Source: an optimization exercise on an open RTL-to-GDS flow (aim: small area, a short achievable clock period and few clock cycles). Production flows keep margins and buffers that such runs may drop.
Only simulation tests tie the RTL to the original design; equivalence was not proved.
No activity file was given, so power comes from the tool's default toggle rates.

[design/flow/design.v]
package reindeer_pkg;
    localparam int XLEN          = 32;
    localparam int REG_ADDR_BITS = 5;
    localparam int MEM_ADDR_BITS = 10;
    localparam int PC_BITWIDTH   = MEM_ADDR_BITS + 2;
endpackage
`timescale 1ns/1ps
`default_nettype none
module reindeer_core (
    input  logic        clk,
    input  logic        arst_n_i,
    input  logic        start_i,
    input  logic [11:0] start_address_i,
    input  logic [31:0] mem_read_data_i,
    input  logic        mem_read_ack_i,
    input  logic [42:0] ocd_reg_i,
    output logic [9:0]  mem_addr_o,
    output logic        mem_read_en_o,
    output logic [31:0] ocd_reg_read_data_o,
    output logic        paused_o,
    output logic [11:0] peek_pc_o,
    output logic [31:0] peek_ir_o
);
    localparam logic [6:0] OPCODE_OP_IMM = 7'b0010011;
    localparam logic [6:0] OPCODE_OP     = 7'b0110011;
    localparam logic [6:0] OPCODE_LUI    = 7'b0110111;
    logic [4:0]  ocd_raddr;
    logic        ocd_we;
    logic [4:0]  ocd_waddr;
    logic [31:0] ocd_wdata;
    assign ocd_raddr = ocd_reg_i[42:38];
    assign ocd_we    = ocd_reg_i[37];
    assign ocd_waddr = ocd_reg_i[36:32];
    assign ocd_wdata = ocd_reg_i[31:0];
    logic        paused_q;    
    logic        out_q;       
    logic        live_q;      
    logic [9:0]  faddr_q;     
    logic [31:0] ir_q;        
    logic        irv_q;       
    logic        ir_legal_q;  
    logic        halt;        
    logic        req;
    logic        capture;
    assign halt    = irv_q & ~ir_legal_q;
    assign req     = ~paused_q & ~halt & (mem_read_ack_i | ~out_q);
    assign capture = mem_read_ack_i & live_q & ~halt;
    logic        in_legal;    
    assign in_legal = (mem_read_data_i[6:0] == OPCODE_OP_IMM) ||
                      (mem_read_data_i[6:0] == OPCODE_OP) ||
                      (mem_read_data_i[6:0] == OPCODE_LUI);
    always_ff @(posedge clk or negedge arst_n_i) begin
        if (!arst_n_i) begin
            paused_q   <= 1'b1;
            out_q      <= 1'b0;
            live_q     <= 1'b0;
            faddr_q    <= 10'd2;    
            ir_q       <= '0;
            irv_q      <= 1'b0;
            ir_legal_q <= 1'b0;
        end else begin
            paused_q <= paused_q ? ~start_i : halt;
            out_q    <= req | (out_q & ~mem_read_ack_i);
            live_q   <= req | (live_q & ~mem_read_ack_i & ~halt);
            if (paused_q && start_i) begin
                faddr_q <= start_address_i[11:2];
            end else if (req) begin
                faddr_q <= faddr_q + 10'd1;
            end
            irv_q <= capture;
            if (capture) begin
                ir_q       <= mem_read_data_i;
                ir_legal_q <= in_legal;
            end
        end
    end
    assign mem_addr_o    = faddr_q;
    assign mem_read_en_o = req;
    assign paused_o      = paused_q;
    assign peek_pc_o     = {faddr_q - 10'd2, 2'b00};
    assign peek_ir_o     = ir_q;
    logic [31:0] rf [1:31];
    logic        we;
    logic [4:0]  waddr;
    logic [31:0] wdata;
    logic [31:0] result;
    logic        ev_q;
    logic [4:0]  rd_q;
    assign we    = paused_q ? ocd_we : ev_q;
    assign waddr = paused_q ? ocd_waddr : rd_q;
    assign wdata = paused_q ? ocd_wdata : result;
    for (genvar i = 1; i < 32; i++) begin : g_rf
        always_ff @(posedge clk) begin
            if (we && (waddr == 5'(i))) begin
                rf[i] <= wdata;
            end
        end
    end
    logic [6:0]  opcode;
    logic [2:0]  f3;
    logic [4:0]  rs1, rs2, rd, rb;
    logic        is_op, is_lui;
    logic [31:0] imm;
    logic [31:0] rdata_a, rdata_b;
    logic        fwd_a, fwd_b;
    logic [31:0] a_q, b_q;
    logic [2:0]  f3_q;
    logic        alt_q;
    assign opcode = ir_q[6:0];
    assign f3     = ir_q[14:12];
    assign rd     = ir_q[11:7];
    assign rs1    = ir_q[19:15];
    assign rs2    = ir_q[24:20];
    assign is_op  = (opcode == OPCODE_OP);
    assign is_lui = (opcode == OPCODE_LUI);
    assign imm    = is_lui ? {ir_q[31:12], 12'b0} : {{20{ir_q[31]}}, ir_q[31:20]};
    assign rb      = paused_q ? ocd_raddr : rs2;
    logic [31:0] rf_r [0:31];
    always_comb begin
        rf_r[0] = '0;
        for (int i = 1; i < 32; i++) begin
            rf_r[i] = rf[i];
        end
    end
    assign rdata_a = rf_r[rs1];
    assign rdata_b = rf_r[rb];
    assign fwd_a   = ev_q && (rd_q == rs1);
    assign fwd_b   = ev_q && (rd_q == rs2);
    always_ff @(posedge clk) begin
        a_q  <= is_lui ? '0 : (fwd_a ? result : rdata_a);
        b_q  <= (is_op || paused_q) ? ((fwd_b && !paused_q) ? result : rdata_b) : imm;
        f3_q <= is_lui ? 3'b000 : f3;
        alt_q <= (ir_q[31:25] == 7'b0100000) && (is_op || (f3 == 3'b101)) && !is_lui;
        rd_q <= rd;
    end
    always_ff @(posedge clk or negedge arst_n_i) begin
        if (!arst_n_i) begin
            ev_q <= 1'b0;
        end else begin
            ev_q <= irv_q && ir_legal_q && (rd != 5'd0);
        end
    end
    logic        sub;
    logic [32:0] sum;
    logic        lt, ltu;
    logic        left;
    logic [31:0] sh_in, sh_out, sh_res;
    logic        fill;
    assign sub = alt_q || (f3_q == 3'b010) || (f3_q == 3'b011);
    assign sum = {1'b0, a_q} + {1'b0, b_q ^ {32{sub}}} + {32'd0, sub};
    assign ltu = ~sum[32];
    assign lt  = (a_q[31] ^ b_q[31]) ? a_q[31] : sum[31];
    assign left = (f3_q == 3'b001);
    always_comb begin
        for (int i = 0; i < 32; i++) begin
            sh_in[i] = left ? a_q[31-i] : a_q[i];
        end
    end
    assign fill   = alt_q & a_q[31] & ~left;
    assign sh_out = 32'($signed({fill, sh_in}) >>> b_q[4:0]);
    always_comb begin
        for (int i = 0; i < 32; i++) begin
            sh_res[i] = left ? sh_out[31-i] : sh_out[i];
        end
    end
    always_comb begin
        case (f3_q)
            3'b000:  result = sum[31:0];
            3'b010:  result = {31'd0, lt};
            3'b011:  result = {31'd0, ltu};
            3'b100:  result = a_q ^ b_q;
            3'b110:  result = a_q | b_q;
            3'b111:  result = a_q & b_q;
            default: result = sh_res;
        endcase
    end
    assign ocd_reg_read_data_o = b_q;
endmodule
`default_nettype wire
[design/flow/run.sh]
#!/bin/bash
# synth_recipe.tcl (not shown) runs the flow's synth.tcl, then flattens the netlist and writes it again
# the make line also repeats each setting of config.mk as NAME=value (left out here)
make -C /OpenROAD-flow-scripts/flow DESIGN_CONFIG=/design/flow/config.mk WORK_HOME=/design/flow/orfs CLKGATE_MAP_FILE= SYNTH_SCRIPT=/design/flow/synth_recipe.tcl finish
[design/flow/config.mk]
export PLATFORM = sky130hd
export DESIGN_NAME = reindeer_core
export DESIGN_NICKNAME = reindeer_core
export VERILOG_FILES = /design/flow/design.v
export SDC_FILE = /design/flow/constraint.sdc
export NUM_CORES = 4
export LEC_CHECK = 0
export CAP_MARGIN = 20
export CELL_PAD_IN_SITES_DETAIL_PLACEMENT = 2
export CELL_PAD_IN_SITES_GLOBAL_PLACEMENT = 2
export CORE_MARGIN = 2
export CORE_UTILIZATION = 30
export SLEW_MARGIN = 20
[design/flow/constraint.sdc]
create_clock -name core_clock -period 6.0 [get_ports {clk}]
set_input_delay 1.2000 -clock core_clock [delete_from_list [all_inputs] [get_ports {clk}]]
set_output_delay 1.2000 -clock core_clock [all_outputs]
set_load 0.01 [all_outputs]
==> qor.yml <==
startpoint_type: "flip-flop"
fp.dieH_um: 428
path_max_fanout: 31
path_clk_slew_ns: 0.06
grt_pass1_wl_mm: 449
layout-area-overhead-vs-synth_pct: 21.5
first_pass_iters: 8
synth_cell_type_count: 92
h-tree-depth: 4
async_flop_share_pct: 4.31
yosysSeqAreaShare_pct: 60.2
max_cap_viol_count: 0
setup_slack_ns: 0.484
yosys_register_bits: 1113
fin_nets: 4748
die_x_um: 428
critPathKind: "reg2reg"
leakage_nw: 22.1
yosysMostFrequentCell: "edfxtp_1"
period_share_pct: 91.9
clockBufferDepth: 3
setup_viol: 0
ys.flop_type: "edfxtp_1"
power.density_nw_per_um2: 692
grt-ovfl-total: 0
tightest_slew_ns: 1.33
clock_latency_ns: 0.82
synth_area_per_cell_um2: 12.6
ys.warnings.count: 3
start_util_pct: 30.2
synthXorXnorAreaFrac_pct: 1.28
place_hpwl_mm: 220
synthMuxAreaShare_pct: 3.77
required_ns: 6.49
vdd_ir_drop_max_mv: 0.278
drc: 0
grt_pass1_vias: 48433
via_per_inst: 6.97
antenna_found_initial: 22
rsz0062_at_grt: "no"
yosys-top-cells-count: "992 x edfxtp_1, 586 x a22oi_1, 337 x nand2_1"
clock_skew_ns: 0.0330
core_area_um2: 178000
end_kind: "flip-flop"
synth_top_family_by_area: "compound AO/OA/AOI/OAI gates"
vias: 48944
ys_top_cells_by_area: "edfxtp_1 55%, a22oi_1 8.2%, dfxtp_1 2.7%, a22o_1 2.6%, nand2_1 2.3%"
synth_top_area_share_pct: 55.3
min_path_cells: 0
groute.usage.overall_pct: 35.9
port_buffers: 174
synth-compound-area-share_pct: 21.1
root_buffer: "clkbuf_16"
cts_num_sinks: 1113
die-area_um2: 183000
syn_area_um2: 53900
drv_slew: 0
cts_tree: "done"
rows: 155
drt_iter0_drc: 9013
yosysTopAreaCell: "edfxtp_1"
numCtsBuffers: 131
synth-edff-count: 992
avgRoutedWirePerCell_um: 48.3
io_pins: 179
globalplace.congestion: 0.957
netlist_instances: 4261
synth_adder_area_share_pct: 2.34
worst_hold_path_type: "reg2reg"
yosys.area_share.simple_pct: 8.43
finalInstanceArea_um2: 65500
cts_hold_buf: 0
finalCriticalPeriod_ns: 5.52
use_met1_pct: 44.7
grt_start_max_net_pins: 49
ant_nets: 0
r2r_cells: 18
dp_slack_ns: 0.287
layout-drive-gt1-share_pct: 15.8
outcome: "no timing/DRC/antenna violations"
busiest_layer: "met2"
relSlewSlack_pct: 10.3
max_freq_mhz: 181
met2_usage_pct: 54.7
tns_ns: 0
placed_area_um2: 61100
use_met3_pct: 9.20
hold_viol: 0
routed_wirelength_mm: 340
cp.arrival_ns: 6.01
## per-stage QoR
step | hold slack (ns) | utilization [%] | power, W | cells
final | 0.420 | 36.7 | 0.0453 | 7023
after global routing | 0.438 | 36.7 | 0.0462 | 7019
after CTS | 0.424 | 36.7 | 0.0443 | 7012
after detailed placement | 0.407 | 34.3 | 0.0361 | 6777
after global placement | 0.399 | 34.2 | 0.0357 | 6774
after floorplan | 0.437 | - | 0.0237 | 4262
## repair_timing
item                       CTS  global route
gates resized for setup      0             1
buffers inserted             0             0
setup endpoints to repair    0            23
## placed cells by master (no fill, tap or decap), types with 49 or more instances in the layout
master           instances
xnor2_1                 50
a22oi_1                577
o21ai_0                117
nor2_4                  73
mux2i_1                 50
nand4_1                 80
a22o_1                 158
clkbuf_16              133
a21oi_1                102
edfxtp_1               992
nand2_1                337
a222oi_1                77
buf_4                  253
a221oi_1                83
ha_1                    99
clkdlybuf4s50_1        173
a221o_1                 82
buf_12                  49
dfxtp_1                 68
nor2_1                 110
inv_1                   79
nand3_1                 90
## sequential cells by signal (all words and copies together), names as in the netlist
signal and count:
out_q 1, ir_legal_q 1, b_q 32, ev_q 1, faddr_q 10, rf 992, ir_q 32, irv_q 1
paused_q 1, f3_q 3, a_q 32, live_q 1, rd_q 5, alt_q 1
## path summary, 6_finish.rpt
kind | endpoint | startpoint | slack, ns
setup / recovery | rf[8][30]$_DFFE_PP_ | f3_q[1]$_SDFF_PP0_ | 0.48
max in group asynchronous | ir_q[15]$_DFFE_PN0P_ | arst_n_i | 4.81
hold / removal | rd_q[3]$_DFF_P_ | ir_q[10]$_DFFE_PN0P_ | 0.42
min in group asynchronous | ir_q[3]$_DFFE_PN0P_ | arst_n_i | 0.56
hold reg to reg | rd_q[3]$_DFF_P_ | ir_q[10]$_DFFE_PN0P_ | 0.42
setup reg to reg | rf[8][30]$_DFFE_PP_ | f3_q[1]$_SDFF_PP0_ | 0.48
## critical path, cell delays in order (launching register included)
cell	delay [ns]
dfxtp_2	0.41
nor2b_1	0.21
nor2_4	0.42
buf_4	0.38
xnor2_1	0.11
ha_1	0.37
a211oi_1	0.11
o211ai_1	0.26
a21oi_1	0.14
o21ai_0	0.80
buf_4	0.30
a21oi_1	0.15
o31ai_1	0.35
buf_4	0.19
a21oi_1	0.06
a311oi_1	0.35
buf_4	0.22
a21oi_2	0.06
buf_4	0.29
## report_power, final
| part | internal (W) | switching, W |
|---|---|---|
| registers | 0.0120 | 0.00151 |
| logic | 0.00697 | 0.0166 |
| clock network | 0.00466 | 0.00358 |
## layer usage
layer | up-vias | part of all wire, %
met1 | 25643 | 36
met4 | 18 | 8.1
met3 | 1098 | 12
met5 | - | 0.052
li1 | 18096 | -
met2 | 4089 | 44
## area by class of cell
type                       count  area, µm²
fill                       18245     113000
clock buffer                 167       3470
multi-input combinational   2749      20800
tap                         2355       2950
antenna                        9       22.5
clock inverter                68        808
sequential                  1113      32500
timing repair buffer         478       4670
inverter                      84        315
## kinds of logic after synthesis
group | after synthesis
flip-flops | 1113
buffers and inverters | 400
AO/OA/AOI/OAI | 1488
AND/OR/NAND/NOR | 938
other | 1
XOR/XNOR | 79
adder cells (fa/ha/maj) | 100
multiplexers | 142
Testbench counts, summed over its fixed seeds: cycles 23,504.

## separate check: timing with driven ports
Ports are ideal in the flow. The routed layout listed here was re-timed in OpenROAD.
Step 1: set_driving_cell puts a clkbuf_16 on clk and a buf_2 on each other input, an assumption about the parent block.
Step 2 adds t to the input delays and takes it off the output delays; t is the mean of the earliest and latest rising clock arrival at the registers after step 1. Input paths then give back, and output paths get back, about the clock's delay inside the block.
Three values: no drivers, after step 1, after step 2; two values: the first two.
t (ns): 0.887
setup slack, ns: 0.484 / 0.484 / 0.484
latest minus earliest clock arrival (ns): 0.033 / 0.033
worst register clock-pin slew, ns: 0.07 / 0.07
After both steps setup and hold are still met in this run. For this run, drivers alone change the setup slack by 0.000 ns; drivers and shift together by 0.000 ns.
